This design comes from an exercise in tuning for small area and a short achievable clock period on the open sky130 flow, not from production work. Function was checked by simulation only, so behaviour that the tests miss may differ from the original.

==> run a <==
==> flow/design.v <==
package apb_pkg;
    typedef enum logic {
        IDLE   = 1'b0,
        ACCESS = 1'b1
    } state_t;
    localparam int unsigned DATA_W          = 32;
    localparam int unsigned ADDR_W          = 8;
    localparam int unsigned WAIT_W          = 4;
    localparam int unsigned PROT_CNT_W      = 8;
    localparam int unsigned WAIT_CFG_OFFSET = 2;
    localparam int unsigned ID_OFFSET       = 1;
    localparam logic [DATA_W-1:0] ID_VALUE_DEFAULT = 32'hA5B0_0001;
endpackage
module apb_rd_mux
#(
    parameter int unsigned N    = 30,
    parameter int unsigned W    = 32,
    parameter int unsigned WW   = 4,
    parameter logic [W-1:0] KVAL = '0
) (
    input  logic [N-1:0]   sel,
    input  logic [N*W-1:0] din,
    input  logic           sel_w,
    input  logic [WW-1:0]  wdin,
    input  logic           sel_k,
    output logic [W-1:0]   dout_n
);
    localparam int unsigned G = N / 3;
    for (genvar b = 0; b < W; b++) begin : g_bit
        localparam int unsigned XW = (b < WW) ? 1 : 0;
        localparam int unsigned XK = KVAL[b] ? 1 : 0;
        localparam int unsigned T  = G + XW + XK;
        localparam int unsigned P0 = (T + 2) / 3;
        localparam int unsigned P1 = (T + 1) / 3;
        localparam int unsigned P2 = T / 3;
        logic [T-1:0] grp_n;
        for (genvar g = 0; g < G; g++) begin : g_grp
            apb_aoi222 u_aoi (
                .a0 (sel[3*g]),   .b0 (din[(3*g)*W + b]),
                .a1 (sel[3*g+1]), .b1 (din[(3*g+1)*W + b]),
                .a2 (sel[3*g+2]), .b2 (din[(3*g+2)*W + b]),
                .y  (grp_n[g])
            );
        end
        if (XW) begin : g_xw
            assign grp_n[G] = !(sel_w && wdin[b % WW]);
        end
        if (XK) begin : g_xk
            assign grp_n[G+XW] = !sel_k;
        end
        logic [2:0] part;
        apb_nand #(.N(P0)) u_nand0 (.a(grp_n[P0-1:0]),        .y(part[0]));
        apb_nand #(.N(P1)) u_nand1 (.a(grp_n[P0+P1-1:P0]),    .y(part[1]));
        apb_nand #(.N(P2)) u_nand2 (.a(grp_n[T-1:P0+P1]),     .y(part[2]));
        apb_nor3 u_nor (.a(part[0]), .b(part[1]), .c(part[2]), .y(dout_n[b]));
    end
endmodule
module apb_nand
#(
    parameter int unsigned N = 4
) (
    input  logic [N-1:0] a,
    output logic         y
);
    assign y = !(&a);
endmodule
module apb_nor3
(
    input  logic a, b, c,
    output logic y
);
    assign y = !(a || b || c);
endmodule
module apb_aoi222
(
    input  logic a0, b0, a1, b1, a2, b2,
    output logic y
);
    assign y = !((a0 && b0) || (a1 && b1) || (a2 && b2));
endmodule
module apb_row_upd
#(
    parameter int unsigned W = 32
) (
    input  logic         we,
    input  logic         hold,
    input  logic [W-1:0] q,
    input  logic [W-1:0] wd,
    output logic [W-1:0] d
);
    assign d = ({W{hold}} & q) | ({W{we}} & wd);
endmodule
module apb_regbank_slave
#(
    parameter int unsigned       NUM_REGS     = 32,
    parameter logic [apb_pkg::DATA_W-1:0] ID_VALUE     = apb_pkg::ID_VALUE_DEFAULT,
    parameter int unsigned       WAIT_DEFAULT = 0
) (
    input  logic                  apb_clk,
    input  logic                  sys_reset,
    input  logic                  apb_selx,
    input  logic                  apb_en,
    input  logic                  apb_write,
    input  logic [apb_pkg::ADDR_W-1:0]     apb_addr,
    input  logic [apb_pkg::DATA_W-1:0]     apb_wdata,
    output logic [apb_pkg::DATA_W-1:0]     apb_rdata,
    output logic                  apb_ready,
    output logic                  apb_slverr,
    output logic [apb_pkg::PROT_CNT_W-1:0] prot_err_cnt
);
    localparam int unsigned DW       = apb_pkg::DATA_W;
    localparam int unsigned WW       = apb_pkg::WAIT_W;
    localparam int unsigned WAIT_IDX = NUM_REGS - apb_pkg::WAIT_CFG_OFFSET;
    localparam int unsigned ID_IDX   = NUM_REGS - apb_pkg::ID_OFFSET;
    localparam int unsigned GP_REGS  = NUM_REGS - 2;
    logic                         state;       
    logic                         armed;       
    logic [WW-1:0]                wait_cnt;
    logic [WW-1:0]                wait_cfg;
    logic [apb_pkg::ADDR_W-1:0]   cap_addr;
    logic                         cap_write;
    logic [DW-1:0]                cap_wdata;
    logic [DW-1:0]                rd_qn;       
    logic                         err_q;
    logic [DW-1:0]                regs [GP_REGS];
    logic [GP_REGS-1:0]           valid;
    logic setup, go, ready_c;
    assign setup   = !state && apb_selx && !apb_en;
    assign go      = apb_selx && apb_en;
    assign ready_c = armed && go;
    always_ff @(posedge apb_clk or negedge sys_reset) begin
        if (!sys_reset) begin
            state <= 1'b0;
            armed <= 1'b0;
        end else if (setup) begin
            state <= 1'b1;
            armed <= (wait_cfg == '0);
        end else if (state && !(apb_selx && !apb_en)) begin
            state <= apb_selx && !armed;
            armed <= apb_selx && (wait_cnt == WW'(1));
        end
    end
    always_ff @(posedge apb_clk) begin
        if (setup)
            wait_cnt <= wait_cfg;
        else if (state && go)
            wait_cnt <= wait_cnt - WW'(1);
    end
    logic [NUM_REGS-1:0] a_dec, c_dec;
    logic                a_hi, c_hi;
    always_comb begin
        for (int i = 0; i < NUM_REGS; i++) begin
            a_dec[i] = (apb_addr[4:0] == 5'(i));
            c_dec[i] = (cap_addr[4:0] == 5'(i));
        end
    end
    assign a_hi = |apb_addr[apb_pkg::ADDR_W-1:5];
    assign c_hi = |cap_addr[apb_pkg::ADDR_W-1:5];
    logic [GP_REGS-1:0]    rd_sel;
    logic [GP_REGS*DW-1:0] rd_din;
    logic [DW-1:0]         rd_cn;
    always_comb begin
        for (int i = 0; i < GP_REGS; i++) begin
            rd_sel[i] = !a_hi && a_dec[i] && valid[i];
            rd_din[i*DW +: DW] = regs[i];
        end
    end
    apb_rd_mux #(.N(GP_REGS), .W(DW), .WW(WW), .KVAL(ID_VALUE)) u_rd_mux (
        .sel   (rd_sel),
        .din   (rd_din),
        .sel_w (!a_hi && a_dec[WAIT_IDX]),
        .wdin  (wait_cfg),
        .sel_k (!a_hi && a_dec[ID_IDX] && !apb_write),
        .dout_n (rd_cn)
    );
    always_ff @(posedge apb_clk) begin
        if (!state) begin
            cap_addr  <= apb_addr;
            cap_write <= apb_write;
            cap_wdata <= apb_wdata;
            rd_qn     <= rd_cn;
            err_q     <= a_hi || (apb_write && a_dec[ID_IDX]);
        end
    end
    logic wr_arm;
    assign wr_arm = armed && cap_write && !c_hi;
    for (genvar i = 0; i < GP_REGS; i++) begin : g_reg
        logic we;
        assign we = wr_arm && c_dec[i] && go;
        always_ff @(posedge apb_clk or negedge sys_reset) begin
            if (!sys_reset) valid[i] <= 1'b0;
            else if (we)    valid[i] <= 1'b1;
        end
        logic [DW-1:0] d;
        apb_row_upd #(.W(DW)) u_upd (
            .we   (we),
            .hold (!we),
            .q    (regs[i]),
            .wd   (cap_wdata),
            .d    (d)
        );
        always_ff @(posedge apb_clk) regs[i] <= d;
    end
    always_ff @(posedge apb_clk or negedge sys_reset) begin
        if (!sys_reset)
            wait_cfg <= WW'(WAIT_DEFAULT);
        else if (wr_arm && c_dec[WAIT_IDX] && go)
            wait_cfg <= cap_wdata[WW-1:0];
    end
    assign apb_ready  = ready_c;
    assign apb_rdata  = ~rd_qn;
    assign apb_slverr = err_q;
    logic                  violation_c;
    logic [apb_pkg::PROT_CNT_W-1:0] err_cnt;
    assign violation_c = state ? (!apb_selx || apb_write != cap_write || apb_addr != cap_addr)
                               : (apb_selx && apb_en);
    always_ff @(posedge apb_clk or negedge sys_reset) begin
        if (!sys_reset) begin
            err_cnt <= '0;
        end else if (violation_c && err_cnt != '1) begin
            err_cnt <= err_cnt + apb_pkg::PROT_CNT_W'(1);
        end
    end
    assign prot_err_cnt = err_cnt;
endmodule
==> flow/flow/run.sh <==
#!/bin/bash
# The standard layout, with plain buffers (not delay cells) on the ports.
set -euo pipefail
export BUFFER_PORTS_ARGS="-buffer_cell sky130_fd_sc_hd__buf_2"
bash standard.sh > standard.log 2>&1
==> flow/standard.sh <==
#!/bin/bash
# synth_recipe.tcl (not shown) runs the flow's synth.tcl, then flattens the netlist and writes it again
# the make line also repeats each setting of config.mk as NAME=value (left out here)
make -C /OpenROAD-flow-scripts/flow DESIGN_CONFIG=/design/flow/config.mk WORK_HOME=/design/flow/orfs CLKGATE_MAP_FILE= SYNTH_SCRIPT=/design/flow/synth_recipe.tcl "${@:-finish}"
==> flow/config.mk <==
export PLATFORM = sky130hd
export DESIGN_NAME = apb_regbank_slave
export DESIGN_NICKNAME = apb_regbank_slave
export VERILOG_FILES = /design/flow/design.v
export SDC_FILE = /design/flow/constraint.sdc
export NUM_CORES = 4
export LEC_CHECK = 0
export CAP_MARGIN = 20
export CORE_MARGIN = 2
export CORE_UTILIZATION = 55
export CTS_BUF_LIST = sky130_fd_sc_hd__clkbuf_8
export CTS_CLUSTER_DIAMETER = 60
export CTS_CLUSTER_SIZE = 16
export SETUP_SLACK_MARGIN = 2.8
export SLEW_MARGIN = 50
export SYNTH_HIERARCHICAL = 1
==> flow/constraint.sdc <==
create_clock -name core_clock -period 5.5 [get_ports {apb_clk}]
set_input_delay 1.1000 -clock core_clock [delete_from_list [all_inputs] [get_ports {apb_clk}]]
set_output_delay 1.1000 -clock core_clock [all_outputs]
set_load 0.01 [all_outputs]
==> run b: changes against run a <==
==> flow/design.v (replaced) <==
package apb_pkg;
    typedef enum logic {
        IDLE   = 1'b0,
        ACCESS = 1'b1
    } state_t;
    localparam int unsigned DATA_W          = 32;
    localparam int unsigned ADDR_W          = 8;
    localparam int unsigned WAIT_W          = 4;
    localparam int unsigned PROT_CNT_W      = 8;
    localparam int unsigned WAIT_CFG_OFFSET = 2;
    localparam int unsigned ID_OFFSET       = 1;
    localparam logic [DATA_W-1:0] ID_VALUE_DEFAULT = 32'hA5B0_0001;
endpackage
module apb_rd_mux
#(
    parameter int unsigned N = 32,
    parameter int unsigned W = 32
) (
    input  logic [N-1:0]   sel,
    input  logic [N*W-1:0] din,
    output logic [W-1:0]   dout
);
    always_comb begin
        dout = '0;
        for (int i = 0; i < N; i++) dout = dout | ({W{sel[i]}} & din[i*W +: W]);
    end
endmodule
module apb_row_upd
#(
    parameter int unsigned W = 32
) (
    input  logic         we,
    input  logic         hold,
    input  logic [W-1:0] q,
    input  logic [W-1:0] wd,
    output logic [W-1:0] d
);
    assign d = ({W{hold}} & q) | ({W{we}} & wd);
endmodule
module apb_regbank_slave
#(
    parameter int unsigned       NUM_REGS     = 32,
    parameter logic [apb_pkg::DATA_W-1:0] ID_VALUE     = apb_pkg::ID_VALUE_DEFAULT,
    parameter int unsigned       WAIT_DEFAULT = 0
) (
    input  logic                  apb_clk,
    input  logic                  sys_reset,
    input  logic                  apb_selx,
    input  logic                  apb_en,
    input  logic                  apb_write,
    input  logic [apb_pkg::ADDR_W-1:0]     apb_addr,
    input  logic [apb_pkg::DATA_W-1:0]     apb_wdata,
    output logic [apb_pkg::DATA_W-1:0]     apb_rdata,
    output logic                  apb_ready,
    output logic                  apb_slverr,
    output logic [apb_pkg::PROT_CNT_W-1:0] prot_err_cnt
);
    localparam int unsigned DW       = apb_pkg::DATA_W;
    localparam int unsigned WW       = apb_pkg::WAIT_W;
    localparam int unsigned WAIT_IDX = NUM_REGS - apb_pkg::WAIT_CFG_OFFSET;
    localparam int unsigned ID_IDX   = NUM_REGS - apb_pkg::ID_OFFSET;
    localparam int unsigned GP_REGS  = NUM_REGS - 2;
    logic                         state;       
    logic                         armed;       
    logic [WW-1:0]                wait_cnt;
    logic [WW-1:0]                wait_cfg;
    logic [apb_pkg::ADDR_W-1:0]   cap_addr;
    logic                         cap_write;
    logic [DW-1:0]                rd_q;
    logic                         err_q;
    logic [DW-1:0]                regs [GP_REGS];
    logic [GP_REGS-1:0]           valid;
    logic setup, abandon, ready_c;
    assign setup   = !state && apb_selx && !apb_en;
    assign abandon = state && !apb_selx;
    assign ready_c = armed && apb_selx && apb_en;
    always_ff @(posedge apb_clk or negedge sys_reset) begin
        if (!sys_reset) begin
            state <= 1'b0;
            armed <= 1'b0;
        end else if (setup) begin
            state <= 1'b1;
            armed <= (wait_cfg == '0);
        end else if (state && !(apb_selx && !apb_en)) begin
            state <= apb_selx && !armed;
            armed <= apb_selx && (wait_cnt == WW'(1));
        end
    end
    always_ff @(posedge apb_clk) begin
        if (setup)
            wait_cnt <= wait_cfg;
        else if (state && apb_selx && apb_en)
            wait_cnt <= wait_cnt - WW'(1);
    end
    logic [NUM_REGS-1:0] a_dec, c_dec;
    logic                a_hi, c_hi;
    always_comb begin
        for (int i = 0; i < NUM_REGS; i++) begin
            a_dec[i] = (apb_addr[4:0] == 5'(i));
            c_dec[i] = (cap_addr[4:0] == 5'(i));
        end
    end
    assign a_hi = |apb_addr[apb_pkg::ADDR_W-1:5];
    assign c_hi = |cap_addr[apb_pkg::ADDR_W-1:5];
    logic [GP_REGS-1:0]    rd_sel;
    logic [GP_REGS*DW-1:0] rd_din;
    logic [DW-1:0]         rd_gp, rd_c;
    always_comb begin
        for (int i = 0; i < GP_REGS; i++) begin
            rd_sel[i] = !a_hi && a_dec[i] && valid[i];
            rd_din[i*DW +: DW] = regs[i];
        end
    end
    apb_rd_mux #(.N(GP_REGS), .W(DW)) u_rd_mux (
        .sel  (rd_sel),
        .din  (rd_din),
        .dout (rd_gp)
    );
    assign rd_c = rd_gp
                | ({DW{!a_hi && a_dec[WAIT_IDX]}} & DW'(wait_cfg))
                | ({DW{!a_hi && a_dec[ID_IDX] && !apb_write}} & ID_VALUE);
    always_ff @(posedge apb_clk) begin
        if (!state) begin
            cap_addr  <= apb_addr;
            cap_write <= apb_write;
            rd_q      <= rd_c;
            err_q     <= a_hi || (apb_write && a_dec[ID_IDX]);
        end
    end
    logic          wr_new, wr_old;
    logic [DW-1:0] wd;
    assign wr_new = setup && apb_write && !a_hi;
    assign wr_old = abandon && cap_write && !c_hi;
    assign wd     = state ? rd_q : apb_wdata;
    for (genvar i = 0; i < GP_REGS; i++) begin : g_reg
        logic we;
        assign we = (wr_new && a_dec[i]) || (wr_old && c_dec[i]);
        always_ff @(posedge apb_clk or negedge sys_reset) begin
            if (!sys_reset) valid[i] <= 1'b0;
            else if (we)    valid[i] <= 1'b1;
        end
        logic [DW-1:0] d;
        apb_row_upd #(.W(DW)) u_upd (
            .we   (we),
            .hold (!we),
            .q    (regs[i]),
            .wd   (wd),
            .d    (d)
        );
        always_ff @(posedge apb_clk) regs[i] <= d;
    end
    always_ff @(posedge apb_clk or negedge sys_reset) begin
        if (!sys_reset)
            wait_cfg <= WW'(WAIT_DEFAULT);
        else if ((wr_new && a_dec[WAIT_IDX]) || (wr_old && c_dec[WAIT_IDX]))
            wait_cfg <= wd[WW-1:0];
    end
    assign apb_ready  = ready_c;
    assign apb_rdata  = rd_q;
    assign apb_slverr = err_q;
    logic                  violation_c;
    logic [apb_pkg::PROT_CNT_W-1:0] err_cnt;
    assign violation_c = state ? (!apb_selx || apb_write != cap_write || apb_addr != cap_addr)
                               : (apb_selx && apb_en);
    always_ff @(posedge apb_clk or negedge sys_reset) begin
        if (!sys_reset) begin
            err_cnt <= '0;
        end else if (violation_c && err_cnt != '1) begin
            err_cnt <= err_cnt + apb_pkg::PROT_CNT_W'(1);
        end
    end
    assign prot_err_cnt = err_cnt;
endmodule
==> flow/run.sh (new file) <==
#!/bin/bash
# synth_recipe.tcl (not shown) runs the flow's synth.tcl, then flattens the netlist and writes it again
# the make line also repeats each setting of config.mk as NAME=value (left out here)
make -C /OpenROAD-flow-scripts/flow DESIGN_CONFIG=/design/flow/config.mk WORK_HOME=/design/flow/orfs CLKGATE_MAP_FILE= SYNTH_SCRIPT=/design/flow/synth_recipe.tcl finish
==> flow/config.mk (replaced) <==
export PLATFORM = sky130hd
export DESIGN_NAME = apb_regbank_slave
export DESIGN_NICKNAME = apb_regbank_slave
export VERILOG_FILES = /design/flow/design.v
export SDC_FILE = /design/flow/constraint.sdc
export NUM_CORES = 4
export LEC_CHECK = 0
export CAP_MARGIN = 20
export CORE_MARGIN = 2
export CORE_UTILIZATION = 60
export CTS_BUF_LIST = sky130_fd_sc_hd__clkbuf_16
export CTS_CLUSTER_DIAMETER = 50
export CTS_CLUSTER_SIZE = 24
export SETUP_SLACK_MARGIN = 2.8
export SLEW_MARGIN = 20
export SYNTH_HIERARCHICAL = 1
removed: flow/flow/run.sh
removed: flow/standard.sh
==> run c: changes against run a <==
--- a/flow/config.mk
+++ b/flow/config.mk
@@ -7,7 +7,7 @@
 export LEC_CHECK = 0
 export CAP_MARGIN = 20
 export CORE_MARGIN = 2
-export CORE_UTILIZATION = 55
+export CORE_UTILIZATION = 60
 export CTS_BUF_LIST = sky130_fd_sc_hd__clkbuf_8
 export CTS_CLUSTER_DIAMETER = 60
 export CTS_CLUSTER_SIZE = 16
==> results.cfg <==
[cells_and_area]
n_all_buffers = 238
n_fill_cell = 5727

[worst_setup_path]
worstPathArrival_ps = 3350

[logic_synthesis]
synth-seq-area-share_pct = 58.3

[timing]
fmax_ghz = 0.360
period_needed_ps = 2780

[placement]
place_hpwl_um = 81800

[route]
drt_iter0_drc = 5975

[run_status]
status = timing/DRC/antenna clean
The numbers above come from run a.

==> results.cfg <==
[run_status]
status = timing/DRC/antenna clean

[power_and_ir_drop]
netSwitchingFraction_pct = 25.5
power.total_mw = 16.2

[timing]
fmax_ghz = 0.354
period_needed_ps = 2820

[global_route]
grt_use_met1_pct = 58.2

[worst_setup_path]
worstPathArrival_ps = 3350

[cells_and_area]
n_all_buffers = 289
final_common_cell = dfxtp_1
mostFrequentLayoutCells = dfxtp_1 (960), a22o_1 (932), a22oi_1 (345)
final_core_util_pct = 70.4

[route]
drt_iter0_drc = 4952

[logic_synthesis]
synth-seq-area-share_pct = 54.8
The numbers above come from run b.

==> results.cfg <==
[logic_synthesis]
synthTopCellsByArea = dfxtp_1 (49%), a22o_1 (20%), a222oi_1 (8.2%)
synth_edf_count = 78
synth-seq-area-share_pct = 58.3

[cells_and_area]
n_all_buffers = 278
n_fill_cell = 4901

[worst_setup_path]
worstPathArrival_ps = 3260
crit_path_cell_trace = buf_8, nor3_4, buf_6, nand2b_4, buf_4, nor2_4, and3_4, a222oi_1, nand4_1, nor3_2

[global_route]
grt-ovfl-total = 0

[placement]
place_hpwl_um = 77300

[timing]
fmax_ghz = 0.358
period_needed_ps = 2800

[power_and_ir_drop]
ir_drop_uv = 280

[run_status]
status = timing/DRC/antenna clean
The numbers above come from run c.

==> static timing again, ports no longer ideal <==
How much do the figures lean on ideal ports? The routed layouts below were timed once more, with nothing changed but the port constraints.
Step 1 sets driving cells, clkbuf_16 on the clock port and buf_2 on the other inputs (assumed; they add their load-dependent delay and slew).
Step 2 times the ports against the registers' clock, not the clock port: input delays grow and output delays shrink by t, the midpoint of the rising clock arrivals with the driver on.
Slacks: ideal / step 1 / step 2; pairs: ideal / step 1.
run	t (ns)	setup WS [ns]	hold slack, ns	cell pins on the clock port's net
run a	0.789	2.725 / 2.762 / 1.973	0.449 / 0.410 / 0.491	1
run b	0.734	2.678 / 2.689 / 1.955	0.435 / 0.389 / 0.470	1
run c	0.778	2.704 / 2.729 / 1.951	0.364 / 0.339 / 0.492	1
After both steps setup and hold are still met in every run listed. For run c, which loses most, drivers alone change the setup slack by +0.025 ns; drivers and shift together by -0.753 ns.
